Context: an optimization exercise on an open-source flow, tuned for small area. The choices shown serve that exercise and are no tape-out recipe. Function was checked by simulation only, so behaviour that the tests miss may differ from the original. Power figures rest on the tool's default switching activity, not on a simulated workload.

==> flow/run.sh <==
#!/bin/bash
# synth_recipe.tcl (not shown) runs the flow's synth.tcl, then flattens the netlist and writes it again
# the make line also repeats each setting of config.mk as NAME=value (left out here)
make -C /OpenROAD-flow-scripts/flow DESIGN_CONFIG=/design/flow/config.mk WORK_HOME=/design/flow/orfs CLKGATE_MAP_FILE= SYNTH_SCRIPT=/design/flow/synth_recipe.tcl finish
==> flow/config.mk <==
export PLATFORM = sky130hd
export DESIGN_NAME = cgra_row_top
export DESIGN_NICKNAME = cgra_row_top
export VERILOG_FILES = /design/flow/design.v
export SDC_FILE = /design/flow/constraint.sdc
export NUM_CORES = 8
export LEC_CHECK = 0
export CAP_MARGIN = 20
export CORE_MARGIN = 2
export CORE_UTILIZATION = 40
export CTS_BUF_LIST = sky130_fd_sc_hd__clkbuf_16
export CTS_CLUSTER_DIAMETER = 60
export CTS_CLUSTER_SIZE = 30
export PLACE_DENSITY = 0.46
export SLEW_MARGIN = 20
export SYNTH_HIERARCHICAL = 1
export SYNTH_MEMORY_MAX_BITS = 8192
==> flow/constraint.sdc <==
create_clock -name core_clock -period 13.0 [get_ports {clk}]
set_input_delay 2.6000 -clock core_clock [delete_from_list [all_inputs] [get_ports {clk}]]
set_output_delay 2.6000 -clock core_clock [all_outputs]
set_load 0.01 [all_outputs]
==> flow/design.v <==
package cgra_types_pkg;
    typedef logic [32-1:0] word_t;
    typedef logic [8-1:0] addr_t;
    typedef logic [32-1:0] cfg_word_t;    
    typedef struct packed {
        word_t pe3;
        word_t pe2;
        word_t pe1;
        word_t pe0;
    } row_edge_t;
    typedef struct packed {
        logic  rd;
        logic  wr;
        addr_t addr;
        word_t wdata;
    } bank_req_t;
endpackage
package cgra_isa_pkg;
    typedef logic [2:0] pe_op_e;
    localparam pe_op_e op_pass = 0;
    localparam pe_op_e op_add = 1;
    localparam pe_op_e op_sub = 2;
    localparam pe_op_e op_mul = 3;
    localparam pe_op_e op_and = 4;
    localparam pe_op_e op_or = 5;
    localparam pe_op_e op_xor = 6;
    typedef logic [2:0] port_sel_e;
    localparam port_sel_e sel_n = 0;
    localparam port_sel_e sel_s = 1;
    localparam port_sel_e sel_w = 2;
    localparam port_sel_e sel_e = 3;
    localparam port_sel_e sel_self = 4;
    typedef logic [1:0] lsu_mode_e;
    localparam lsu_mode_e lsu_idle = 0;
    localparam lsu_mode_e lsu_load = 1;
    localparam lsu_mode_e lsu_store = 2;
    typedef struct packed {
        pe_op_e    op;
        port_sel_e src_a;
        port_sel_e src_b;
        logic [3:0] out_mask;    
    } pe_inst_t;
    typedef struct packed {
        lsu_mode_e mode;
        logic [8-1:0] base;
        logic [8-1:0] stride;
    } lsu_inst_t;
    localparam int mask_n = 3;
    localparam int mask_s = 2;
    localparam int mask_w = 1;
    localparam int mask_e = 0;
    function automatic logic [32-1:0] pe_pick(port_sel_e sel, logic [32-1:0] n, logic [32-1:0] s, logic [32-1:0] w,
                                      logic [32-1:0] e, logic [32-1:0] self);
        case (sel)
            sel_n: pe_pick = n;
            sel_s: pe_pick = s;
            sel_w: pe_pick = w;
            sel_e: pe_pick = e;
            sel_self: pe_pick = self;    
            default: pe_pick = '0;
        endcase
    endfunction
    function automatic logic [32-1:0] pe_alu(pe_op_e op, logic [32-1:0] a, logic [32-1:0] b);
        case (op)
            op_add: pe_alu = a + b;
            op_sub: pe_alu = a - b;
            op_mul: pe_alu = a * b;      
            op_and: pe_alu = a & b;
            op_or: pe_alu = a | b;
            op_xor: pe_alu = a ^ b;
            default: pe_alu = a;          
        endcase
    endfunction
endpackage
`timescale 1ns/1ps
module pe_opsel (
    input  logic [31:0] n, s, w, e, self,
    input  logic [4:0]  sel,           
    output logic [31:0] y
);
    assign y = (n & {32{sel[0]}}) | (s & {32{sel[1]}}) | (w & {32{sel[2]}}) |
               (e & {32{sel[3]}}) | (self & {32{sel[4]}});
endmodule
module pe_logic (
    input  logic [31:0] a, b,
    input  logic [3:0]  t,
    output logic [31:0] y
);
    always_comb begin
        for (int j = 0; j < 32; j++)
            y[j] = a[j] ? (b[j] ? t[3] : t[2]) : (b[j] ? t[1] : t[0]);
    end
endmodule
module pe_fa (input logic a, b, ci, output logic s, co);
    assign s  = a ^ b ^ ci;
    assign co = (a & b) | (a & ci) | (b & ci);
endmodule
module pe_add #(parameter int RIPPLE = 12) (
    input  logic [31:0] a, b,
    input  logic        ci,
    output logic [31:0] y
);
    logic [RIPPLE:0] cy;
    assign cy[0] = ci;
    for (genvar j = 0; j < RIPPLE; j++) begin : g_fa
        pe_fa u (.a(a[j]), .b(b[j]), .ci(cy[j]), .s(y[j]), .co(cy[j+1]));
    end
    assign y[31:RIPPLE] = a[31:RIPPLE] + b[31:RIPPLE] + {{(31-RIPPLE){1'b0}}, cy[RIPPLE]};
endmodule
module pe_res (
    input  logic        clk,
    input  logic [31:0] l, sum, prod,
    input  logic        gl, gs, gp,
    output logic [31:0] res_n,
    output logic [31:0] res
);
    always_ff @(posedge clk) begin
        res_n <= ~((l & {32{gl}}) | (sum & {32{gs}}) | (prod & {32{gp}}));
    end
    assign res = ~res_n;
endmodule
module pe_d (
    input  logic        clk,
    input  logic        rst,
    input  logic        init,
    input  logic        run,
    input  logic [12:0] inst_in,
    input  logic [31:0] din_n,
    input  logic [31:0] din_s,
    input  logic [31:0] din_w,
    input  logic        w_ok,
    input  logic [31:0] din_e,
    input  logic        e_ok,
    output logic [31:0] res,
    output logic [31:0] res_n,
    output logic [3:0]  mask
);
    logic [2:0]  op, src_a, src_b;
    logic [4:0]  sel_a, sel_b;
    logic [3:0]  t;
    logic        gl, gs, gp, sub;
    logic [31:0] opa, opb, lres, sum, prod;
    always_ff @(posedge clk) begin
        if (rst) begin
            {op, src_a, src_b, mask} <= '0;
        end else if (init) begin
            {op, src_a, src_b, mask} <= inst_in;
        end
    end
    assign sel_a = {!run || src_a == 3'd4, run && src_a == 3'd3 && e_ok,
                    run && src_a == 3'd2 && w_ok, run && src_a == 3'd1, run && src_a == 3'd0};
    assign sel_b = {src_b == 3'd4, src_b == 3'd3 && e_ok, src_b == 3'd2 && w_ok,
                    src_b == 3'd1, src_b == 3'd0};
    always_comb begin
        if (!run) t = 4'b1100;             
        else case (op)
            3'd1:    t = 4'b1010;          
            3'd2:    t = 4'b0101;          
            3'd4:    t = 4'b1000;          
            3'd5:    t = 4'b1110;          
            3'd6:    t = 4'b0110;          
            default: t = 4'b1100;          
        endcase
    end
    assign sub = (op == 3'd2);
    assign gs  = !rst && run && (op == 3'd1 || op == 3'd2);
    assign gp  = !rst && run && op == 3'd3;
    assign gl  = !rst && !(gs || gp);
    pe_opsel u_opa (.n(din_n), .s(din_s), .w(din_w), .e(din_e), .self(res), .sel(sel_a), .y(opa));
    pe_opsel u_opb (.n(din_n), .s(din_s), .w(din_w), .e(din_e), .self(res), .sel(sel_b), .y(opb));
    pe_logic u_log (.a(opa), .b(opb), .t(t), .y(lres));
    pe_add   u_add (.a(opa), .b(lres), .ci(sub), .y(sum));
    mul32lo  u_mul (.na(~opa), .b(opb), .p(prod));
    pe_res   u_res (.clk(clk), .l(lres), .sum(sum), .prod(prod), .gl(gl), .gs(gs), .gp(gp),
                    .res_n(res_n), .res(res));
endmodule
`timescale 1ns/1ps
module mul_fa (input logic a, b, ci, output logic s, co);
    assign s  = a ^ b ^ ci;
    assign co = (a & b) | (a & ci) | (b & ci);
endmodule
module mul_ha (input logic a, b, output logic s, co);
    assign s  = a ^ b;
    assign co = a & b;
endmodule
module mul_booth_row #(parameter int W = 32) (
    input  logic         none,
    input  logic         ntwo,
    input  logic         neg,
    input  logic [W-1:0] na,
    output logic [W-1:0] pp
);
    always_comb begin
        pp[0] = ~(none | na[0]) ^ neg;
        for (int j = 1; j < W; j++)
            pp[j] = ~((none | na[j]) & (ntwo | na[j-1])) ^ neg;
    end
endmodule
module mul32lo (
    input  logic [31:0] na,
    input  logic [31:0] b,
    output logic [31:0] p
);
    logic [15:0] none, ntwo, neg;
    logic [32:0] bx;
    logic [31:0] ra, rb;
    logic [10:0] cy;
    assign bx = {b, 1'b0};
    always_comb begin
        for (int i = 0; i < 16; i++) begin
            none[i] = ~(bx[2*i+1] ^ bx[2*i]);
            ntwo[i] = ~((bx[2*i+2] & ~bx[2*i+1] & ~bx[2*i]) | (~bx[2*i+2] & bx[2*i+1] & bx[2*i]));
            neg[i]  = bx[2*i+2] & ~(bx[2*i+1] & bx[2*i]);
        end
    end
    logic s0;
    logic c1;
    logic s2;
    logic c3;
    logic s4;
    logic c5;
    logic s6;
    logic c7;
    logic s8;
    logic c9;
    logic s10;
    logic c11;
    logic s12;
    logic c13;
    logic s14;
    logic c15;
    logic s16;
    logic c17;
    logic s18;
    logic c19;
    logic s20;
    logic c21;
    logic s22;
    logic c23;
    logic s24;
    logic c25;
    logic s26;
    logic c27;
    logic s28;
    logic c29;
    logic s30;
    logic c31;
    logic x32;
    logic x33;
    logic x34;
    logic x35;
    logic s36;
    logic c37;
    logic s38;
    logic c39;
    logic s40;
    logic c41;
    logic s42;
    logic c43;
    logic s44;
    logic c45;
    logic s46;
    logic c47;
    logic s48;
    logic c49;
    logic s50;
    logic c51;
    logic s52;
    logic c53;
    logic s54;
    logic c55;
    logic s56;
    logic c57;
    logic s58;
    logic c59;
    logic s60;
    logic c61;
    logic s62;
    logic c63;
    logic s64;
    logic c65;
    logic s66;
    logic c67;
    logic s68;
    logic c69;
    logic s70;
    logic c71;
    logic s72;
    logic c73;
    logic s74;
    logic c75;
    logic s76;
    logic c77;
    logic s78;
    logic c79;
    logic s80;
    logic c81;
    logic s82;
    logic c83;
    logic s84;
    logic c85;
    logic s86;
    logic c87;
    logic s88;
    logic c89;
    logic s90;
    logic c91;
    logic s92;
    logic c93;
    logic s94;
    logic c95;
    logic s96;
    logic c97;
    logic s98;
    logic c99;
    logic s100;
    logic c101;
    logic s102;
    logic c103;
    logic s104;
    logic c105;
    logic s106;
    logic c107;
    logic s108;
    logic c109;
    logic s110;
    logic c111;
    logic s112;
    logic c113;
    logic s114;
    logic c115;
    logic s116;
    logic c117;
    logic s118;
    logic c119;
    logic s120;
    logic c121;
    logic s122;
    logic c123;
    logic s124;
    logic c125;
    logic s126;
    logic c127;
    logic s128;
    logic c129;
    logic s130;
    logic c131;
    logic x132;
    logic x133;
    logic x134;
    logic x135;
    logic s136;
    logic c137;
    logic s138;
    logic c139;
    logic s140;
    logic c141;
    logic s142;
    logic c143;
    logic s144;
    logic c145;
    logic s146;
    logic c147;
    logic s148;
    logic c149;
    logic s150;
    logic c151;
    logic s152;
    logic c153;
    logic s154;
    logic c155;
    logic s156;
    logic c157;
    logic s158;
    logic c159;
    logic s160;
    logic c161;
    logic s162;
    logic c163;
    logic s164;
    logic c165;
    logic s166;
    logic c167;
    logic s168;
    logic c169;
    logic s170;
    logic c171;
    logic s172;
    logic c173;
    logic s174;
    logic c175;
    logic s176;
    logic c177;
    logic s178;
    logic c179;
    logic s180;
    logic c181;
    logic s182;
    logic c183;
    logic s184;
    logic c185;
    logic s186;
    logic c187;
    logic s188;
    logic c189;
    logic s190;
    logic c191;
    logic s192;
    logic c193;
    logic s194;
    logic c195;
    logic s196;
    logic c197;
    logic s198;
    logic c199;
    logic s200;
    logic c201;
    logic s202;
    logic c203;
    logic s204;
    logic c205;
    logic s206;
    logic c207;
    logic s208;
    logic c209;
    logic s210;
    logic c211;
    logic s212;
    logic c213;
    logic s214;
    logic c215;
    logic s216;
    logic c217;
    logic s218;
    logic c219;
    logic s220;
    logic c221;
    logic s222;
    logic c223;
    logic s224;
    logic c225;
    logic s226;
    logic c227;
    logic s228;
    logic c229;
    logic s230;
    logic c231;
    logic s232;
    logic c233;
    logic s234;
    logic c235;
    logic s236;
    logic c237;
    logic s238;
    logic c239;
    logic s240;
    logic c241;
    logic s242;
    logic c243;
    logic s244;
    logic c245;
    logic s246;
    logic c247;
    logic s248;
    logic c249;
    logic x250;
    logic x251;
    logic x252;
    logic s253;
    logic c254;
    logic s255;
    logic c256;
    logic s257;
    logic c258;
    logic s259;
    logic c260;
    logic s261;
    logic c262;
    logic s263;
    logic c264;
    logic s265;
    logic c266;
    logic s267;
    logic c268;
    logic s269;
    logic c270;
    logic s271;
    logic c272;
    logic s273;
    logic c274;
    logic s275;
    logic c276;
    logic s277;
    logic c278;
    logic s279;
    logic c280;
    logic s281;
    logic c282;
    logic s283;
    logic c284;
    logic s285;
    logic c286;
    logic s287;
    logic c288;
    logic s289;
    logic c290;
    logic s291;
    logic c292;
    logic s293;
    logic c294;
    logic s295;
    logic c296;
    logic s297;
    logic c298;
    logic s299;
    logic c300;
    logic s301;
    logic c302;
    logic s303;
    logic c304;
    logic s305;
    logic c306;
    logic s307;
    logic c308;
    logic s309;
    logic c310;
    logic s311;
    logic c312;
    logic s313;
    logic c314;
    logic s315;
    logic c316;
    logic s317;
    logic c318;
    logic s319;
    logic c320;
    logic s321;
    logic c322;
    logic s323;
    logic c324;
    logic s325;
    logic c326;
    logic s327;
    logic c328;
    logic s329;
    logic c330;
    logic s331;
    logic c332;
    logic s333;
    logic c334;
    logic s335;
    logic c336;
    logic s337;
    logic c338;
    logic s339;
    logic c340;
    logic s341;
    logic c342;
    logic s343;
    logic c344;
    logic s345;
    logic c346;
    logic s347;
    logic c348;
    logic x349;
    logic x350;
    logic s351;
    logic c352;
    logic s353;
    logic c354;
    logic s355;
    logic c356;
    logic s357;
    logic c358;
    logic s359;
    logic c360;
    logic s361;
    logic c362;
    logic s363;
    logic c364;
    logic s365;
    logic c366;
    logic s367;
    logic c368;
    logic s369;
    logic c370;
    logic s371;
    logic c372;
    logic s373;
    logic c374;
    logic s375;
    logic c376;
    logic s377;
    logic c378;
    logic s379;
    logic c380;
    logic s381;
    logic c382;
    logic s383;
    logic c384;
    logic s385;
    logic c386;
    logic s387;
    logic c388;
    logic s389;
    logic c390;
    logic s391;
    logic c392;
    logic s393;
    logic c394;
    logic s395;
    logic c396;
    logic s397;
    logic c398;
    logic s399;
    logic c400;
    logic s401;
    logic c402;
    logic s403;
    logic c404;
    logic x405;
    logic s406;
    logic c407;
    logic s408;
    logic c409;
    logic s410;
    logic c411;
    logic s412;
    logic c413;
    logic s414;
    logic c415;
    logic s416;
    logic c417;
    logic s418;
    logic c419;
    logic s420;
    logic c421;
    logic s422;
    logic c423;
    logic s424;
    logic c425;
    logic s426;
    logic c427;
    logic s428;
    logic c429;
    logic s430;
    logic c431;
    logic s432;
    logic c433;
    logic s434;
    logic c435;
    logic s436;
    logic c437;
    logic s438;
    logic c439;
    logic s440;
    logic c441;
    logic s442;
    logic c443;
    logic s444;
    logic c445;
    logic s446;
    logic c447;
    logic s448;
    logic c449;
    logic s450;
    logic c451;
    logic s452;
    logic c453;
    logic s454;
    logic c455;
    logic s456;
    logic c457;
    logic s458;
    logic c459;
    logic s460;
    logic c461;
    logic s462;
    logic c463;
    logic x464;
    logic [31:0] pp0;
    mul_booth_row #(.W(32)) u_row0 (.none(none[0]), .ntwo(ntwo[0]), .neg(neg[0]), .na(na[31:0]), .pp(pp0));
    logic [29:0] pp1;
    mul_booth_row #(.W(30)) u_row1 (.none(none[1]), .ntwo(ntwo[1]), .neg(neg[1]), .na(na[29:0]), .pp(pp1));
    logic [27:0] pp2;
    mul_booth_row #(.W(28)) u_row2 (.none(none[2]), .ntwo(ntwo[2]), .neg(neg[2]), .na(na[27:0]), .pp(pp2));
    logic [25:0] pp3;
    mul_booth_row #(.W(26)) u_row3 (.none(none[3]), .ntwo(ntwo[3]), .neg(neg[3]), .na(na[25:0]), .pp(pp3));
    logic [23:0] pp4;
    mul_booth_row #(.W(24)) u_row4 (.none(none[4]), .ntwo(ntwo[4]), .neg(neg[4]), .na(na[23:0]), .pp(pp4));
    logic [21:0] pp5;
    mul_booth_row #(.W(22)) u_row5 (.none(none[5]), .ntwo(ntwo[5]), .neg(neg[5]), .na(na[21:0]), .pp(pp5));
    logic [19:0] pp6;
    mul_booth_row #(.W(20)) u_row6 (.none(none[6]), .ntwo(ntwo[6]), .neg(neg[6]), .na(na[19:0]), .pp(pp6));
    logic [17:0] pp7;
    mul_booth_row #(.W(18)) u_row7 (.none(none[7]), .ntwo(ntwo[7]), .neg(neg[7]), .na(na[17:0]), .pp(pp7));
    logic [15:0] pp8;
    mul_booth_row #(.W(16)) u_row8 (.none(none[8]), .ntwo(ntwo[8]), .neg(neg[8]), .na(na[15:0]), .pp(pp8));
    logic [13:0] pp9;
    mul_booth_row #(.W(14)) u_row9 (.none(none[9]), .ntwo(ntwo[9]), .neg(neg[9]), .na(na[13:0]), .pp(pp9));
    logic [11:0] pp10;
    mul_booth_row #(.W(12)) u_row10 (.none(none[10]), .ntwo(ntwo[10]), .neg(neg[10]), .na(na[11:0]), .pp(pp10));
    logic [9:0] pp11;
    mul_booth_row #(.W(10)) u_row11 (.none(none[11]), .ntwo(ntwo[11]), .neg(neg[11]), .na(na[9:0]), .pp(pp11));
    logic [7:0] pp12;
    mul_booth_row #(.W(8)) u_row12 (.none(none[12]), .ntwo(ntwo[12]), .neg(neg[12]), .na(na[7:0]), .pp(pp12));
    logic [5:0] pp13;
    mul_booth_row #(.W(6)) u_row13 (.none(none[13]), .ntwo(ntwo[13]), .neg(neg[13]), .na(na[5:0]), .pp(pp13));
    logic [3:0] pp14;
    mul_booth_row #(.W(4)) u_row14 (.none(none[14]), .ntwo(ntwo[14]), .neg(neg[14]), .na(na[3:0]), .pp(pp14));
    logic [1:0] pp15;
    mul_booth_row #(.W(2)) u_row15 (.none(none[15]), .ntwo(ntwo[15]), .neg(neg[15]), .na(na[1:0]), .pp(pp15));
    mul_ha u_ha1 (.a(pp0[24]), .b(pp1[22]), .s(s0), .co(c1));
    mul_ha u_ha2 (.a(pp0[25]), .b(pp1[23]), .s(s2), .co(c3));
    mul_fa u_fa1 (.a(pp0[26]), .b(pp1[24]), .ci(pp2[22]), .s(s4), .co(c5));
    mul_ha u_ha3 (.a(pp3[20]), .b(pp4[18]), .s(s6), .co(c7));
    mul_fa u_fa2 (.a(pp0[27]), .b(pp1[25]), .ci(pp2[23]), .s(s8), .co(c9));
    mul_ha u_ha4 (.a(pp3[21]), .b(pp4[19]), .s(s10), .co(c11));
    mul_fa u_fa3 (.a(pp0[28]), .b(pp1[26]), .ci(pp2[24]), .s(s12), .co(c13));
    mul_fa u_fa4 (.a(pp3[22]), .b(pp4[20]), .ci(pp5[18]), .s(s14), .co(c15));
    mul_ha u_ha5 (.a(pp6[16]), .b(pp7[14]), .s(s16), .co(c17));
    mul_fa u_fa5 (.a(pp0[29]), .b(pp1[27]), .ci(pp2[25]), .s(s18), .co(c19));
    mul_fa u_fa6 (.a(pp3[23]), .b(pp4[21]), .ci(pp5[19]), .s(s20), .co(c21));
    mul_ha u_ha6 (.a(pp6[17]), .b(pp7[15]), .s(s22), .co(c23));
    mul_fa u_fa7 (.a(pp0[30]), .b(pp1[28]), .ci(pp2[26]), .s(s24), .co(c25));
    mul_fa u_fa8 (.a(pp3[24]), .b(pp4[22]), .ci(pp5[20]), .s(s26), .co(c27));
    mul_fa u_fa9 (.a(pp6[18]), .b(pp7[16]), .ci(pp8[14]), .s(s28), .co(c29));
    mul_ha u_ha7 (.a(pp9[12]), .b(pp10[10]), .s(s30), .co(c31));
    assign x32 = pp0[31] ^ pp1[29] ^ pp2[27];
    assign x33 = pp3[25] ^ pp4[23] ^ pp5[21];
    assign x34 = pp6[19] ^ pp7[17] ^ pp8[15];
    assign x35 = pp9[13] ^ pp10[11];
    mul_ha u_ha8 (.a(pp0[16]), .b(pp1[14]), .s(s36), .co(c37));
    mul_ha u_ha9 (.a(pp0[17]), .b(pp1[15]), .s(s38), .co(c39));
    mul_fa u_fa10 (.a(pp0[18]), .b(pp1[16]), .ci(pp2[14]), .s(s40), .co(c41));
    mul_ha u_ha10 (.a(pp3[12]), .b(pp4[10]), .s(s42), .co(c43));
    mul_fa u_fa11 (.a(pp0[19]), .b(pp1[17]), .ci(pp2[15]), .s(s44), .co(c45));
    mul_ha u_ha11 (.a(pp3[13]), .b(pp4[11]), .s(s46), .co(c47));
    mul_fa u_fa12 (.a(pp0[20]), .b(pp1[18]), .ci(pp2[16]), .s(s48), .co(c49));
    mul_fa u_fa13 (.a(pp3[14]), .b(pp4[12]), .ci(pp5[10]), .s(s50), .co(c51));
    mul_ha u_ha12 (.a(pp6[8]), .b(pp7[6]), .s(s52), .co(c53));
    mul_fa u_fa14 (.a(pp0[21]), .b(pp1[19]), .ci(pp2[17]), .s(s54), .co(c55));
    mul_fa u_fa15 (.a(pp3[15]), .b(pp4[13]), .ci(pp5[11]), .s(s56), .co(c57));
    mul_ha u_ha13 (.a(pp6[9]), .b(pp7[7]), .s(s58), .co(c59));
    mul_fa u_fa16 (.a(pp0[22]), .b(pp1[20]), .ci(pp2[18]), .s(s60), .co(c61));
    mul_fa u_fa17 (.a(pp3[16]), .b(pp4[14]), .ci(pp5[12]), .s(s62), .co(c63));
    mul_fa u_fa18 (.a(pp6[10]), .b(pp7[8]), .ci(pp8[6]), .s(s64), .co(c65));
    mul_ha u_ha14 (.a(pp9[4]), .b(pp10[2]), .s(s66), .co(c67));
    mul_fa u_fa19 (.a(pp0[23]), .b(pp1[21]), .ci(pp2[19]), .s(s68), .co(c69));
    mul_fa u_fa20 (.a(pp3[17]), .b(pp4[15]), .ci(pp5[13]), .s(s70), .co(c71));
    mul_fa u_fa21 (.a(pp6[11]), .b(pp7[9]), .ci(pp8[7]), .s(s72), .co(c73));
    mul_ha u_ha15 (.a(pp9[5]), .b(pp10[3]), .s(s74), .co(c75));
    mul_fa u_fa22 (.a(s0), .b(pp2[20]), .ci(pp3[18]), .s(s76), .co(c77));
    mul_fa u_fa23 (.a(pp4[16]), .b(pp5[14]), .ci(pp6[12]), .s(s78), .co(c79));
    mul_fa u_fa24 (.a(pp7[10]), .b(pp8[8]), .ci(pp9[6]), .s(s80), .co(c81));
    mul_fa u_fa25 (.a(pp10[4]), .b(pp11[2]), .ci(pp12[0]), .s(s82), .co(c83));
    mul_fa u_fa26 (.a(c1), .b(s2), .ci(pp2[21]), .s(s84), .co(c85));
    mul_fa u_fa27 (.a(pp3[19]), .b(pp4[17]), .ci(pp5[15]), .s(s86), .co(c87));
    mul_fa u_fa28 (.a(pp6[13]), .b(pp7[11]), .ci(pp8[9]), .s(s88), .co(c89));
    mul_fa u_fa29 (.a(pp9[7]), .b(pp10[5]), .ci(pp11[3]), .s(s90), .co(c91));
    mul_fa u_fa30 (.a(c3), .b(s4), .ci(s6), .s(s92), .co(c93));
    mul_fa u_fa31 (.a(pp5[16]), .b(pp6[14]), .ci(pp7[12]), .s(s94), .co(c95));
    mul_fa u_fa32 (.a(pp8[10]), .b(pp9[8]), .ci(pp10[6]), .s(s96), .co(c97));
    mul_fa u_fa33 (.a(pp11[4]), .b(pp12[2]), .ci(pp13[0]), .s(s98), .co(c99));
    mul_fa u_fa34 (.a(c5), .b(c7), .ci(s8), .s(s100), .co(c101));
    mul_fa u_fa35 (.a(s10), .b(pp5[17]), .ci(pp6[15]), .s(s102), .co(c103));
    mul_fa u_fa36 (.a(pp7[13]), .b(pp8[11]), .ci(pp9[9]), .s(s104), .co(c105));
    mul_fa u_fa37 (.a(pp10[7]), .b(pp11[5]), .ci(pp12[3]), .s(s106), .co(c107));
    mul_fa u_fa38 (.a(c9), .b(c11), .ci(s12), .s(s108), .co(c109));
    mul_fa u_fa39 (.a(s14), .b(s16), .ci(pp8[12]), .s(s110), .co(c111));
    mul_fa u_fa40 (.a(pp9[10]), .b(pp10[8]), .ci(pp11[6]), .s(s112), .co(c113));
    mul_fa u_fa41 (.a(pp12[4]), .b(pp13[2]), .ci(pp14[0]), .s(s114), .co(c115));
    mul_fa u_fa42 (.a(c13), .b(c15), .ci(c17), .s(s116), .co(c117));
    mul_fa u_fa43 (.a(s18), .b(s20), .ci(s22), .s(s118), .co(c119));
    mul_fa u_fa44 (.a(pp8[13]), .b(pp9[11]), .ci(pp10[9]), .s(s120), .co(c121));
    mul_fa u_fa45 (.a(pp11[7]), .b(pp12[5]), .ci(pp13[3]), .s(s122), .co(c123));
    mul_fa u_fa46 (.a(c19), .b(c21), .ci(c23), .s(s124), .co(c125));
    mul_fa u_fa47 (.a(s24), .b(s26), .ci(s28), .s(s126), .co(c127));
    mul_fa u_fa48 (.a(s30), .b(pp11[8]), .ci(pp12[6]), .s(s128), .co(c129));
    mul_fa u_fa49 (.a(pp13[4]), .b(pp14[2]), .ci(pp15[0]), .s(s130), .co(c131));
    assign x132 = c25 ^ c27 ^ c29;
    assign x133 = c31 ^ x32 ^ x33;
    assign x134 = x34 ^ x35 ^ pp11[9];
    assign x135 = pp12[7] ^ pp13[5] ^ pp14[3];
    mul_ha u_ha16 (.a(pp0[10]), .b(pp1[8]), .s(s136), .co(c137));
    mul_ha u_ha17 (.a(pp0[11]), .b(pp1[9]), .s(s138), .co(c139));
    mul_fa u_fa50 (.a(pp0[12]), .b(pp1[10]), .ci(pp2[8]), .s(s140), .co(c141));
    mul_ha u_ha18 (.a(pp3[6]), .b(pp4[4]), .s(s142), .co(c143));
    mul_fa u_fa51 (.a(pp0[13]), .b(pp1[11]), .ci(pp2[9]), .s(s144), .co(c145));
    mul_ha u_ha19 (.a(pp3[7]), .b(pp4[5]), .s(s146), .co(c147));
    mul_fa u_fa52 (.a(pp0[14]), .b(pp1[12]), .ci(pp2[10]), .s(s148), .co(c149));
    mul_fa u_fa53 (.a(pp3[8]), .b(pp4[6]), .ci(pp5[4]), .s(s150), .co(c151));
    mul_ha u_ha20 (.a(pp6[2]), .b(pp7[0]), .s(s152), .co(c153));
    mul_fa u_fa54 (.a(pp0[15]), .b(pp1[13]), .ci(pp2[11]), .s(s154), .co(c155));
    mul_fa u_fa55 (.a(pp3[9]), .b(pp4[7]), .ci(pp5[5]), .s(s156), .co(c157));
    mul_ha u_ha21 (.a(pp6[3]), .b(pp7[1]), .s(s158), .co(c159));
    mul_fa u_fa56 (.a(s36), .b(pp2[12]), .ci(pp3[10]), .s(s160), .co(c161));
    mul_fa u_fa57 (.a(pp4[8]), .b(pp5[6]), .ci(pp6[4]), .s(s162), .co(c163));
    mul_fa u_fa58 (.a(pp7[2]), .b(pp8[0]), .ci(neg[8]), .s(s164), .co(c165));
    mul_fa u_fa59 (.a(c37), .b(s38), .ci(pp2[13]), .s(s166), .co(c167));
    mul_fa u_fa60 (.a(pp3[11]), .b(pp4[9]), .ci(pp5[7]), .s(s168), .co(c169));
    mul_fa u_fa61 (.a(pp6[5]), .b(pp7[3]), .ci(pp8[1]), .s(s170), .co(c171));
    mul_fa u_fa62 (.a(c39), .b(s40), .ci(s42), .s(s172), .co(c173));
    mul_fa u_fa63 (.a(pp5[8]), .b(pp6[6]), .ci(pp7[4]), .s(s174), .co(c175));
    mul_fa u_fa64 (.a(pp8[2]), .b(pp9[0]), .ci(neg[9]), .s(s176), .co(c177));
    mul_fa u_fa65 (.a(c41), .b(c43), .ci(s44), .s(s178), .co(c179));
    mul_fa u_fa66 (.a(s46), .b(pp5[9]), .ci(pp6[7]), .s(s180), .co(c181));
    mul_fa u_fa67 (.a(pp7[5]), .b(pp8[3]), .ci(pp9[1]), .s(s182), .co(c183));
    mul_fa u_fa68 (.a(c45), .b(c47), .ci(s48), .s(s184), .co(c185));
    mul_fa u_fa69 (.a(s50), .b(s52), .ci(pp8[4]), .s(s186), .co(c187));
    mul_fa u_fa70 (.a(pp9[2]), .b(pp10[0]), .ci(neg[10]), .s(s188), .co(c189));
    mul_fa u_fa71 (.a(c49), .b(c51), .ci(c53), .s(s190), .co(c191));
    mul_fa u_fa72 (.a(s54), .b(s56), .ci(s58), .s(s192), .co(c193));
    mul_fa u_fa73 (.a(pp8[5]), .b(pp9[3]), .ci(pp10[1]), .s(s194), .co(c195));
    mul_fa u_fa74 (.a(c55), .b(c57), .ci(c59), .s(s196), .co(c197));
    mul_fa u_fa75 (.a(s60), .b(s62), .ci(s64), .s(s198), .co(c199));
    mul_fa u_fa76 (.a(s66), .b(pp11[0]), .ci(neg[11]), .s(s200), .co(c201));
    mul_fa u_fa77 (.a(c61), .b(c63), .ci(c65), .s(s202), .co(c203));
    mul_fa u_fa78 (.a(c67), .b(s68), .ci(s70), .s(s204), .co(c205));
    mul_fa u_fa79 (.a(s72), .b(s74), .ci(pp11[1]), .s(s206), .co(c207));
    mul_fa u_fa80 (.a(c69), .b(c71), .ci(c73), .s(s208), .co(c209));
    mul_fa u_fa81 (.a(c75), .b(s76), .ci(s78), .s(s210), .co(c211));
    mul_fa u_fa82 (.a(s80), .b(s82), .ci(neg[12]), .s(s212), .co(c213));
    mul_fa u_fa83 (.a(c77), .b(c79), .ci(c81), .s(s214), .co(c215));
    mul_fa u_fa84 (.a(c83), .b(s84), .ci(s86), .s(s216), .co(c217));
    mul_fa u_fa85 (.a(s88), .b(s90), .ci(pp12[1]), .s(s218), .co(c219));
    mul_fa u_fa86 (.a(c85), .b(c87), .ci(c89), .s(s220), .co(c221));
    mul_fa u_fa87 (.a(c91), .b(s92), .ci(s94), .s(s222), .co(c223));
    mul_fa u_fa88 (.a(s96), .b(s98), .ci(neg[13]), .s(s224), .co(c225));
    mul_fa u_fa89 (.a(c93), .b(c95), .ci(c97), .s(s226), .co(c227));
    mul_fa u_fa90 (.a(c99), .b(s100), .ci(s102), .s(s228), .co(c229));
    mul_fa u_fa91 (.a(s104), .b(s106), .ci(pp13[1]), .s(s230), .co(c231));
    mul_fa u_fa92 (.a(c101), .b(c103), .ci(c105), .s(s232), .co(c233));
    mul_fa u_fa93 (.a(c107), .b(s108), .ci(s110), .s(s234), .co(c235));
    mul_fa u_fa94 (.a(s112), .b(s114), .ci(neg[14]), .s(s236), .co(c237));
    mul_fa u_fa95 (.a(c109), .b(c111), .ci(c113), .s(s238), .co(c239));
    mul_fa u_fa96 (.a(c115), .b(s116), .ci(s118), .s(s240), .co(c241));
    mul_fa u_fa97 (.a(s120), .b(s122), .ci(pp14[1]), .s(s242), .co(c243));
    mul_fa u_fa98 (.a(c117), .b(c119), .ci(c121), .s(s244), .co(c245));
    mul_fa u_fa99 (.a(c123), .b(s124), .ci(s126), .s(s246), .co(c247));
    mul_fa u_fa100 (.a(s128), .b(s130), .ci(neg[15]), .s(s248), .co(c249));
    assign x250 = c125 ^ c127 ^ c129;
    assign x251 = c131 ^ x132 ^ x133;
    assign x252 = x134 ^ x135 ^ pp15[1];
    mul_ha u_ha22 (.a(pp0[6]), .b(pp1[4]), .s(s253), .co(c254));
    mul_ha u_ha23 (.a(pp0[7]), .b(pp1[5]), .s(s255), .co(c256));
    mul_fa u_fa101 (.a(pp0[8]), .b(pp1[6]), .ci(pp2[4]), .s(s257), .co(c258));
    mul_ha u_ha24 (.a(pp3[2]), .b(pp4[0]), .s(s259), .co(c260));
    mul_fa u_fa102 (.a(pp0[9]), .b(pp1[7]), .ci(pp2[5]), .s(s261), .co(c262));
    mul_ha u_ha25 (.a(pp3[3]), .b(pp4[1]), .s(s263), .co(c264));
    mul_fa u_fa103 (.a(s136), .b(pp2[6]), .ci(pp3[4]), .s(s265), .co(c266));
    mul_fa u_fa104 (.a(pp4[2]), .b(pp5[0]), .ci(neg[5]), .s(s267), .co(c268));
    mul_fa u_fa105 (.a(c137), .b(s138), .ci(pp2[7]), .s(s269), .co(c270));
    mul_fa u_fa106 (.a(pp3[5]), .b(pp4[3]), .ci(pp5[1]), .s(s271), .co(c272));
    mul_fa u_fa107 (.a(c139), .b(s140), .ci(s142), .s(s273), .co(c274));
    mul_fa u_fa108 (.a(pp5[2]), .b(pp6[0]), .ci(neg[6]), .s(s275), .co(c276));
    mul_fa u_fa109 (.a(c141), .b(c143), .ci(s144), .s(s277), .co(c278));
    mul_fa u_fa110 (.a(s146), .b(pp5[3]), .ci(pp6[1]), .s(s279), .co(c280));
    mul_fa u_fa111 (.a(c145), .b(c147), .ci(s148), .s(s281), .co(c282));
    mul_fa u_fa112 (.a(s150), .b(s152), .ci(neg[7]), .s(s283), .co(c284));
    mul_fa u_fa113 (.a(c149), .b(c151), .ci(c153), .s(s285), .co(c286));
    mul_fa u_fa114 (.a(s154), .b(s156), .ci(s158), .s(s287), .co(c288));
    mul_fa u_fa115 (.a(c155), .b(c157), .ci(c159), .s(s289), .co(c290));
    mul_fa u_fa116 (.a(s160), .b(s162), .ci(s164), .s(s291), .co(c292));
    mul_fa u_fa117 (.a(c161), .b(c163), .ci(c165), .s(s293), .co(c294));
    mul_fa u_fa118 (.a(s166), .b(s168), .ci(s170), .s(s295), .co(c296));
    mul_fa u_fa119 (.a(c167), .b(c169), .ci(c171), .s(s297), .co(c298));
    mul_fa u_fa120 (.a(s172), .b(s174), .ci(s176), .s(s299), .co(c300));
    mul_fa u_fa121 (.a(c173), .b(c175), .ci(c177), .s(s301), .co(c302));
    mul_fa u_fa122 (.a(s178), .b(s180), .ci(s182), .s(s303), .co(c304));
    mul_fa u_fa123 (.a(c179), .b(c181), .ci(c183), .s(s305), .co(c306));
    mul_fa u_fa124 (.a(s184), .b(s186), .ci(s188), .s(s307), .co(c308));
    mul_fa u_fa125 (.a(c185), .b(c187), .ci(c189), .s(s309), .co(c310));
    mul_fa u_fa126 (.a(s190), .b(s192), .ci(s194), .s(s311), .co(c312));
    mul_fa u_fa127 (.a(c191), .b(c193), .ci(c195), .s(s313), .co(c314));
    mul_fa u_fa128 (.a(s196), .b(s198), .ci(s200), .s(s315), .co(c316));
    mul_fa u_fa129 (.a(c197), .b(c199), .ci(c201), .s(s317), .co(c318));
    mul_fa u_fa130 (.a(s202), .b(s204), .ci(s206), .s(s319), .co(c320));
    mul_fa u_fa131 (.a(c203), .b(c205), .ci(c207), .s(s321), .co(c322));
    mul_fa u_fa132 (.a(s208), .b(s210), .ci(s212), .s(s323), .co(c324));
    mul_fa u_fa133 (.a(c209), .b(c211), .ci(c213), .s(s325), .co(c326));
    mul_fa u_fa134 (.a(s214), .b(s216), .ci(s218), .s(s327), .co(c328));
    mul_fa u_fa135 (.a(c215), .b(c217), .ci(c219), .s(s329), .co(c330));
    mul_fa u_fa136 (.a(s220), .b(s222), .ci(s224), .s(s331), .co(c332));
    mul_fa u_fa137 (.a(c221), .b(c223), .ci(c225), .s(s333), .co(c334));
    mul_fa u_fa138 (.a(s226), .b(s228), .ci(s230), .s(s335), .co(c336));
    mul_fa u_fa139 (.a(c227), .b(c229), .ci(c231), .s(s337), .co(c338));
    mul_fa u_fa140 (.a(s232), .b(s234), .ci(s236), .s(s339), .co(c340));
    mul_fa u_fa141 (.a(c233), .b(c235), .ci(c237), .s(s341), .co(c342));
    mul_fa u_fa142 (.a(s238), .b(s240), .ci(s242), .s(s343), .co(c344));
    mul_fa u_fa143 (.a(c239), .b(c241), .ci(c243), .s(s345), .co(c346));
    mul_fa u_fa144 (.a(s244), .b(s246), .ci(s248), .s(s347), .co(c348));
    assign x349 = c245 ^ c247 ^ c249;
    assign x350 = x250 ^ x251 ^ x252;
    mul_ha u_ha26 (.a(pp0[4]), .b(pp1[2]), .s(s351), .co(c352));
    mul_ha u_ha27 (.a(pp0[5]), .b(pp1[3]), .s(s353), .co(c354));
    mul_fa u_fa145 (.a(s253), .b(pp2[2]), .ci(pp3[0]), .s(s355), .co(c356));
    mul_fa u_fa146 (.a(c254), .b(s255), .ci(pp2[3]), .s(s357), .co(c358));
    mul_fa u_fa147 (.a(c256), .b(s257), .ci(s259), .s(s359), .co(c360));
    mul_fa u_fa148 (.a(c258), .b(c260), .ci(s261), .s(s361), .co(c362));
    mul_fa u_fa149 (.a(c262), .b(c264), .ci(s265), .s(s363), .co(c364));
    mul_fa u_fa150 (.a(c266), .b(c268), .ci(s269), .s(s365), .co(c366));
    mul_fa u_fa151 (.a(c270), .b(c272), .ci(s273), .s(s367), .co(c368));
    mul_fa u_fa152 (.a(c274), .b(c276), .ci(s277), .s(s369), .co(c370));
    mul_fa u_fa153 (.a(c278), .b(c280), .ci(s281), .s(s371), .co(c372));
    mul_fa u_fa154 (.a(c282), .b(c284), .ci(s285), .s(s373), .co(c374));
    mul_fa u_fa155 (.a(c286), .b(c288), .ci(s289), .s(s375), .co(c376));
    mul_fa u_fa156 (.a(c290), .b(c292), .ci(s293), .s(s377), .co(c378));
    mul_fa u_fa157 (.a(c294), .b(c296), .ci(s297), .s(s379), .co(c380));
    mul_fa u_fa158 (.a(c298), .b(c300), .ci(s301), .s(s381), .co(c382));
    mul_fa u_fa159 (.a(c302), .b(c304), .ci(s305), .s(s383), .co(c384));
    mul_fa u_fa160 (.a(c306), .b(c308), .ci(s309), .s(s385), .co(c386));
    mul_fa u_fa161 (.a(c310), .b(c312), .ci(s313), .s(s387), .co(c388));
    mul_fa u_fa162 (.a(c314), .b(c316), .ci(s317), .s(s389), .co(c390));
    mul_fa u_fa163 (.a(c318), .b(c320), .ci(s321), .s(s391), .co(c392));
    mul_fa u_fa164 (.a(c322), .b(c324), .ci(s325), .s(s393), .co(c394));
    mul_fa u_fa165 (.a(c326), .b(c328), .ci(s329), .s(s395), .co(c396));
    mul_fa u_fa166 (.a(c330), .b(c332), .ci(s333), .s(s397), .co(c398));
    mul_fa u_fa167 (.a(c334), .b(c336), .ci(s337), .s(s399), .co(c400));
    mul_fa u_fa168 (.a(c338), .b(c340), .ci(s341), .s(s401), .co(c402));
    mul_fa u_fa169 (.a(c342), .b(c344), .ci(s345), .s(s403), .co(c404));
    assign x405 = c346 ^ c348 ^ x349;
    mul_ha u_ha28 (.a(pp0[2]), .b(pp1[0]), .s(s406), .co(c407));
    mul_ha u_ha29 (.a(pp0[3]), .b(pp1[1]), .s(s408), .co(c409));
    mul_fa u_fa170 (.a(s351), .b(pp2[0]), .ci(neg[2]), .s(s410), .co(c411));
    mul_fa u_fa171 (.a(c352), .b(s353), .ci(pp2[1]), .s(s412), .co(c413));
    mul_fa u_fa172 (.a(c354), .b(s355), .ci(neg[3]), .s(s414), .co(c415));
    mul_fa u_fa173 (.a(c356), .b(s357), .ci(pp3[1]), .s(s416), .co(c417));
    mul_fa u_fa174 (.a(c358), .b(s359), .ci(neg[4]), .s(s418), .co(c419));
    mul_fa u_fa175 (.a(c360), .b(s361), .ci(s263), .s(s420), .co(c421));
    mul_fa u_fa176 (.a(c362), .b(s363), .ci(s267), .s(s422), .co(c423));
    mul_fa u_fa177 (.a(c364), .b(s365), .ci(s271), .s(s424), .co(c425));
    mul_fa u_fa178 (.a(c366), .b(s367), .ci(s275), .s(s426), .co(c427));
    mul_fa u_fa179 (.a(c368), .b(s369), .ci(s279), .s(s428), .co(c429));
    mul_fa u_fa180 (.a(c370), .b(s371), .ci(s283), .s(s430), .co(c431));
    mul_fa u_fa181 (.a(c372), .b(s373), .ci(s287), .s(s432), .co(c433));
    mul_fa u_fa182 (.a(c374), .b(s375), .ci(s291), .s(s434), .co(c435));
    mul_fa u_fa183 (.a(c376), .b(s377), .ci(s295), .s(s436), .co(c437));
    mul_fa u_fa184 (.a(c378), .b(s379), .ci(s299), .s(s438), .co(c439));
    mul_fa u_fa185 (.a(c380), .b(s381), .ci(s303), .s(s440), .co(c441));
    mul_fa u_fa186 (.a(c382), .b(s383), .ci(s307), .s(s442), .co(c443));
    mul_fa u_fa187 (.a(c384), .b(s385), .ci(s311), .s(s444), .co(c445));
    mul_fa u_fa188 (.a(c386), .b(s387), .ci(s315), .s(s446), .co(c447));
    mul_fa u_fa189 (.a(c388), .b(s389), .ci(s319), .s(s448), .co(c449));
    mul_fa u_fa190 (.a(c390), .b(s391), .ci(s323), .s(s450), .co(c451));
    mul_fa u_fa191 (.a(c392), .b(s393), .ci(s327), .s(s452), .co(c453));
    mul_fa u_fa192 (.a(c394), .b(s395), .ci(s331), .s(s454), .co(c455));
    mul_fa u_fa193 (.a(c396), .b(s397), .ci(s335), .s(s456), .co(c457));
    mul_fa u_fa194 (.a(c398), .b(s399), .ci(s339), .s(s458), .co(c459));
    mul_fa u_fa195 (.a(c400), .b(s401), .ci(s343), .s(s460), .co(c461));
    mul_fa u_fa196 (.a(c402), .b(s403), .ci(s347), .s(s462), .co(c463));
    assign x464 = c404 ^ x405 ^ x350;
    assign ra = {c463, c461, c459, c457, c455, c453, c451, c449, c447, c445, c443, c441, c439, c437, c435, c433, c431, c429, c427, c425, c423, c421, c419, c417, c415, c413, c411, c409, c407, s406, pp0[1], pp0[0]};
    assign rb = {x464, s462, s460, s458, s456, s454, s452, s450, s448, s446, s444, s442, s440, s438, s436, s434, s432, s430, s428, s426, s424, s422, s420, s418, s416, s414, s412, s410, s408, neg[1], 1'b0, neg[0]};
    assign cy[0] = 1'b0;
    mul_fa u_fa197 (.a(ra[0]), .b(rb[0]), .ci(cy[0]), .s(p[0]), .co(cy[1]));
    mul_fa u_fa198 (.a(ra[1]), .b(rb[1]), .ci(cy[1]), .s(p[1]), .co(cy[2]));
    mul_fa u_fa199 (.a(ra[2]), .b(rb[2]), .ci(cy[2]), .s(p[2]), .co(cy[3]));
    mul_fa u_fa200 (.a(ra[3]), .b(rb[3]), .ci(cy[3]), .s(p[3]), .co(cy[4]));
    mul_fa u_fa201 (.a(ra[4]), .b(rb[4]), .ci(cy[4]), .s(p[4]), .co(cy[5]));
    mul_fa u_fa202 (.a(ra[5]), .b(rb[5]), .ci(cy[5]), .s(p[5]), .co(cy[6]));
    mul_fa u_fa203 (.a(ra[6]), .b(rb[6]), .ci(cy[6]), .s(p[6]), .co(cy[7]));
    mul_fa u_fa204 (.a(ra[7]), .b(rb[7]), .ci(cy[7]), .s(p[7]), .co(cy[8]));
    mul_fa u_fa205 (.a(ra[8]), .b(rb[8]), .ci(cy[8]), .s(p[8]), .co(cy[9]));
    mul_fa u_fa206 (.a(ra[9]), .b(rb[9]), .ci(cy[9]), .s(p[9]), .co(cy[10]));
    assign p[31:10] = ra[31:10] + rb[31:10] + {21'b0, cy[10]};
endmodule
`timescale 1ns/1ps
module lsu (
    input  logic        clk,
    input  logic        rst,
    input  logic        init,
    input  logic        run,
    input  logic [17:0] inst_in,
    output logic        rd,           
    output logic        wr,           
    output logic [7:0]  addr,         
    output logic [7:0]  raddr_q,      
    input  logic [31:0] bank_rdata,   
    output logic [31:0] lsu_to_pe
);
    logic [1:0] mode;
    logic [7:0] stride;
    logic       rd_q;
    assign rd = run && mode == 2'd1;
    assign wr = run && mode == 2'd2;
    always_ff @(posedge clk) begin
        if (rst) begin
            mode   <= '0;
            stride <= '0;
            addr   <= '0;
        end else if (init) begin
            mode   <= inst_in[17:16];
            stride <= inst_in[7:0];
            addr   <= inst_in[15:8];
        end else if (rd || wr) begin
            addr   <= addr + stride;
        end
    end
    always_ff @(posedge clk) raddr_q <= addr;
    always_ff @(posedge clk) begin
        if (rst) begin
            rd_q      <= 1'b0;
            lsu_to_pe <= '0;
        end else begin
            rd_q <= rd;
            if (rd_q) lsu_to_pe <= bank_rdata;
        end
    end
endmodule
`timescale 1ns/1ps
module pe_row (
    input  logic         clk,
    input  logic         rst,
    input  logic         init_en,
    input  logic         run,
    input  logic [4:0]   init_sel,
    input  logic [31:0]  pe_config,
    input  logic [127:0] n_in,
    input  logic [127:0] s_in,
    output logic [127:0] n_out,
    output logic [127:0] s_out,
    output logic         ls_rd,
    output logic         ls_wr,
    output logic [7:0]   ls_addr,
    output logic [31:0]  ls_wdata,
    output logic [7:0]   ls_raddr,
    input  logic [31:0]  bank_rdata
);
    logic [4:0]  init_unit;
    logic [31:0] res   [4];
    logic [31:0] res_n [4];
    logic [3:0]  mask  [4];
    logic [31:0] ld;
    assign init_unit = init_sel & {5{init_en}};    
    lsu lsu_i (
        .clk        (clk),
        .rst        (rst),
        .init       (init_unit[4]),
        .run        (run),
        .inst_in    (pe_config[17:0]),
        .rd         (ls_rd),
        .wr         (ls_wr),
        .addr       (ls_addr),
        .raddr_q    (ls_raddr),
        .bank_rdata (bank_rdata),
        .lsu_to_pe  (ld)
    );
    assign ls_wdata = ~(res_n[0] | {32{~mask[0][1]}});
    for (genvar k = 0; k < 4; k++) begin : g_pe
        pe_d pe_i (
            .clk     (clk),
            .rst     (rst),
            .init    (init_unit[3-k]),
            .run     (run),
            .inst_in (pe_config[31:19]),
            .din_n   (n_in[32*k +: 32]),
            .din_s   (s_in[32*k +: 32]),
            .din_w   (k == 0 ? ld : res[k == 0 ? 0 : k-1]),
            .w_ok    (k == 0 ? 1'b1 : mask[k == 0 ? 0 : k-1][0]),
            .din_e   (k == 3 ? 32'b0 : res[k == 3 ? 3 : k+1]),
            .e_ok    (k == 3 ? 1'b0 : mask[k == 3 ? 3 : k+1][1]),
            .res     (res[k]),
            .res_n   (res_n[k]),
            .mask    (mask[k])
        );
        assign n_out[32*k +: 32] = ~(res_n[k] | {32{~mask[k][3]}});
        assign s_out[32*k +: 32] = ~(res_n[k] | {32{~mask[k][2]}});
    end
endmodule
`timescale 1ns/1ps
module mem_word (
    input  logic        clk,
    input  logic        sel,
    input  logic        nsel,
    input  logic [31:0] wcol,      
    output logic [31:0] q
);
    always_ff @(posedge clk) begin
        q <= ~((q | {32{sel}}) & (wcol | {32{nsel}}));
    end
endmodule
module mem_aoi222 (input logic a1, b1, a2, b2, a3, b3, output logic y);
    assign y = ~((a1 & b1) | (a2 & b2) | (a3 & b3));
endmodule
module mem_nand4 (input logic a, b, c, d, output logic y);
    assign y = ~(a & b & c & d);
endmodule
module mem_nand2 (input logic a, b, output logic y);
    assign y = ~(a & b);
endmodule
module mem_rmux (
    input  logic [255:0] d,
    input  logic [255:0] s,
    output logic         y
);
    logic [85:0] l1;
    logic [21:0] l2;
    for (genvar i = 0; i < 85; i++) begin : g_l1
        mem_aoi222 u (.a1(d[3*i]), .b1(s[3*i]), .a2(d[3*i+1]), .b2(s[3*i+1]),
                      .a3(d[3*i+2]), .b3(s[3*i+2]), .y(l1[i]));
    end
    mem_nand2 u_l1 (.a(d[255]), .b(s[255]), .y(l1[85]));
    for (genvar i = 0; i < 21; i++) begin : g_l2
        mem_nand4 u (.a(l1[4*i]), .b(l1[4*i+1]), .c(l1[4*i+2]), .d(l1[4*i+3]), .y(l2[i]));
    end
    mem_nand2 u_l2 (.a(l1[84]), .b(l1[85]), .y(l2[21]));
    assign y = |l2;
endmodule
module cbg_bank (
    input  logic        clk,
    input  logic        we,           
    input  logic [7:0]  waddr,
    input  logic [31:0] wdata,
    input  logic [7:0]  raddr,        
    output logic [31:0] rdata
);
    logic         phase;
    logic [31:0]  wcol, rraw;
    logic [255:0] wsel, nwsel, rsel;
    logic [255:0] bits [32];          
    always_ff @(posedge clk) phase <= ~phase;
    assign wcol = wdata ^ {32{phase}};
    always_comb begin
        for (int i = 0; i < 256; i++) begin
            wsel[i]  = we && (waddr == 8'(i));
            nwsel[i] = !(we && (waddr == 8'(i)));
            rsel[i]  = (raddr == 8'(i));
        end
    end
    for (genvar i = 0; i < 256; i++) begin : g_row
        logic [31:0] q;
        mem_word word_i (
            .clk  (clk),
            .sel  (wsel[i]),
            .nsel (nwsel[i]),
            .wcol (wcol),
            .q    (q)
        );
        for (genvar j = 0; j < 32; j++) begin : g_bit
            assign bits[j][i] = q[j];
        end
    end
    for (genvar j = 0; j < 32; j++) begin : g_rd
        mem_rmux rmux_i (.d(bits[j]), .s(rsel), .y(rraw[j]));
    end
    assign rdata = rraw ^ {32{phase}};
endmodule
`timescale 1ns/1ps
module cgra_row_top (
    input  logic       clk,
    input  logic       rst,
    input  logic       init_en,
    input  logic       run,
    input  logic [4:0] init_sel,
    input  cgra_types_pkg::cfg_word_t  pe_config,
    input  cgra_types_pkg::row_edge_t  n_in,
    input  cgra_types_pkg::row_edge_t  s_in,
    output cgra_types_pkg::row_edge_t  n_out,
    output cgra_types_pkg::row_edge_t  s_out,
    input  logic       host_we,
    input  cgra_types_pkg::addr_t      host_addr,
    input  cgra_types_pkg::word_t      host_wdata
);
    logic        ls_rd, ls_wr;
    logic [7:0]  ls_addr, ls_raddr;
    logic [31:0] ls_wdata, bank_rdata;
    pe_row pe_row_i (
        .clk        (clk),
        .rst        (rst),
        .init_en    (init_en),
        .run        (run),
        .init_sel   (init_sel),
        .pe_config  (pe_config),
        .n_in       (n_in),
        .s_in       (s_in),
        .n_out      (n_out),
        .s_out      (s_out),
        .ls_rd      (ls_rd),
        .ls_wr      (ls_wr),
        .ls_addr    (ls_addr),
        .ls_wdata   (ls_wdata),
        .ls_raddr   (ls_raddr),
        .bank_rdata (bank_rdata)
    );
    cbg_bank cbg_bank_i (
        .clk   (clk),
        .we    (ls_wr || (host_we && !run)),
        .waddr (run ? ls_addr : host_addr),
        .wdata (run ? ls_wdata : host_wdata),
        .raddr (ls_raddr),
        .rdata (bank_rdata)
    );
endmodule
==> impl_metrics.env <==
export IMPL_place_area_um2=356000
export IMPL_setup_ws_ns=1.79
export IMPL_critPathArrivalTime_ns=12.22
export IMPL_rsz0062_at_grt="no"
export IMPL_die_width_um=925
export IMPL_routed_wl_um=1610000
export IMPL_cts_path_max_buffers=4
export IMPL_fp_dieArea_um2=855000
export IMPL_viasPerCell=7.12
export IMPL_remaining_drc_errors=0
export IMPL_critPathRequiredTime_ns=14.01
export IMPL_endpoint_kind="flip-flop"
export IMPL_drv_slew=66
export IMPL_grt_pass1_wl_um=2230000
export IMPL_tightest_slew_ns=4.91
export IMPL_post_route_util=0.447
export IMPL_rows=338
export IMPL_start_util=0.401
export IMPL_critPathLaunchType="input pin"
export IMPL_layoutNonFillerInstCount=42454
export IMPL_drive_gt1_frac=0.113
export IMPL_violations="slew limit"
export IMPL_grtUsageTotal=0.354
export IMPL_avgSynthCellArea_um2=11.2
export IMPL_path_class="in2reg"
export IMPL_grt_max_degree=138
export IMPL_io_pins=594
export IMPL_grt_pass1_vias=282418
export IMPL_fmax_mhz=89.2
export IMPL_cts_resized=0
export IMPL_fp_dieH_um=925
export IMPL_final_common_cell="o22ai_1"
export IMPL_ant_nets=0
export IMPL_vias=302080
export IMPL_final_nets=32043
export IMPL_slew_headroom=-2.30
export IMPL_core_area_um2=846000
export IMPL_clk_latency_ns=1.21
export IMPL_p_leak_uw=0.139
export IMPL_drtPass1Iterations=17
export IMPL_grt_overflow_total=0
export IMPL_power_per_cell_area_nw_per_um2=305
export IMPL_gp_congestion=0.955
export IMPL_most_common_layout_cells="o22ai_1, dfxtp_1, a222oi_1"
export IMPL_tns_ns=0
export IMPL_hold_viol_final=0
export IMPL_drtIter0Drc=48897
export IMPL_dp_cells=41086
export IMPL_antenna_found_initial=133
export IMPL_clkTransAtPathRegs_ns=0.08
export IMPL_crit_fanout=42
export IMPL_multi_input_area_um2=156000
export IMPL_pre_cts_ws_ns=0.804
export IMPL_worstHoldPathType="reg2reg"
export IMPL_syn2layout_area_growth_pct=11.6
export IMPL_synth_warnings=35
export IMPL_cap_violations=0
export IMPL_cts_setup_buffers=0
export IMPL_status="finished with violations"
export IMPL_peakVddDrop_v=0.00156
export IMPL_syn_inst=30326
export IMPL_finalSetupViolCount=0
export IMPL_place_hpwl_um=993000
export IMPL_wl_per_cell_um=37.8
export IMPL_tritoncts="yes"
export IMPL_min_period_ns=11.21
export IMPL_htreeDepth=6
export IMPL_final_area_um2=378000
export IMPL_fin_worst_skew_ns=0.0923
export IMPL_regArea_um2=169000
export IMPL_portBuffers=592
export IMPL_holdBufCountCts=0
export IMPL_fin_crit_sh=0.862
export IMPL_synth_area_um2=339000
export IMPL_clock_sinks=8431
export IMPL_numCtsBuffers=606
export IMPL_fill_cells=79183
export IMPL_cts_root_buffer="clkbuf_16"
path summary, 6_finish.rpt:
kind | depth (start not counted) | from | slack (ns) | to
setup / recovery | 26 | run | 1.79 | pe_row_i.g_pe[3].pe_i.u_res.res_n[30]$_DFF_P_
hold / removal | 1 | cbg_bank_i.g_row[150].word_i.q[21]$_DFF_P_ | 0.44 | cbg_bank_i.g_row[150].word_i.q[21]$_DFF_P_
setup reg to reg | 24 | pe_row_i.g_pe[0].pe_i.src_b[2]$_SDFFE_PP0P_ | 2.95 | pe_row_i.g_pe[0].pe_i.u_res.res_n[30]$_DFF_P_
hold reg to reg | 1 | cbg_bank_i.g_row[150].word_i.q[21]$_DFF_P_ | 0.44 | cbg_bank_i.g_row[150].word_i.q[21]$_DFF_P_
per-stage QoR:
step | hold WS, ns | total power [uW]
after floorplan | 0.363 | 73800
after global placement | 0.428 | 93900
after detailed placement | 0.436 | 94100
after CTS | 0.447 | 115000
after global routing | 0.455 | 122000
final | 0.445 | 115000
layout make-up:
class	count	area share
Clock buffer	609	0.0403
Multi-Input combinational cell	19185	0.412
Inverter	400	0.00397
Antenna cell	240	0.00159
Clock inverter	512	0.0172
Tap cell	11220	0.0371
Sequential cell	8431	0.446
Timing Repair Buffer	1857	0.0420
metal layers:
| layer | global-route usage | routed length (um) |
|---|---|---|
| met2 | 0.523 | 687000 |
| met4 | 0.185 | 99900 |
| met1 | 0.477 | 648000 |
| met5 | 0.000885 | 504 |
| met3 | 0.0895 | 171000 |
worst max-delay path: stages:
cell      delay (ns)
buf_6           0.63
nand2b_2        0.20
nor3_2          0.24
a22oi_1         0.10
nand2_1         0.32
mux4_2          0.46
fa_1            0.46
fa_1            0.40
fa_1            0.44
fa_1            0.40
fa_1            0.40
fa_1            0.41
fa_1            0.40
fa_1            0.42
fa_1            0.42
fa_1            0.40
fa_1            0.40
fa_1            0.40
fa_1            0.45
fa_1            0.46
a211oi_2        0.34
nor4_2          0.10
nor4b_2         0.62
o41ai_2         0.16
xor2_1          0.16
a222oi_1        0.33
where the power goes:
group	total (uW)	internal, uW	switching (uW)
registers	28900	27800	1130
logic	65200	25800	39400
clock network	21200	10100	11100
sequential cells by signal (all words and copies together) (netlist names):
signal                          cells
pe_row_i.g_pe.pe_i.mask            15
pe_row_i.g_pe.pe_i.u_res.res_n    128
pe_row_i.g_pe.pe_i.op              12
pe_row_i.g_pe.pe_i.src_a           12
cbg_bank_i.g_row.word_i.q        8192
pe_row_i.lsu_i.rd_q                 1
pe_row_i.lsu_i.lsu_to_pe           32
pe_row_i.lsu_i.mode                 2
pe_row_i.lsu_i.stride               8
pe_row_i.lsu_i.raddr_q              8
pe_row_i.g_pe.pe_i.src_b           12
cbg_bank_i.phase                    1
pe_row_i.lsu_i.addr                 8

## separate check: timing with driven ports
The results above use ideal ports. As a check the final layout listed here was re-extracted and re-timed, cells and wires unchanged. Step 1 (the two cells are an assumption about what drives the block):
set clk [get_ports {clk}]
set_driving_cell -lib_cell sky130_fd_sc_hd__clkbuf_16 $clk
set_driving_cell -lib_cell sky130_fd_sc_hd__buf_2 [delete_from_list [all_inputs] $clk]
Step 2 moves the port delays by t, midway between the first and last clock arrival at a register: inputs arrive t later, outputs are due t later. That takes back most of the time a late clock gives input paths. Three values: ideal, step 1, step 2; two values: the first two.
shift t [ns]: 1.330
setup slack, ns: 1.791 / 1.917 / 0.587
worst data-port slew with drivers (ns): 0.49
cell pins on the clock port's net: 1
For this run, drivers alone change the setup slack by +0.126 ns; drivers and shift together by -1.204 ns.
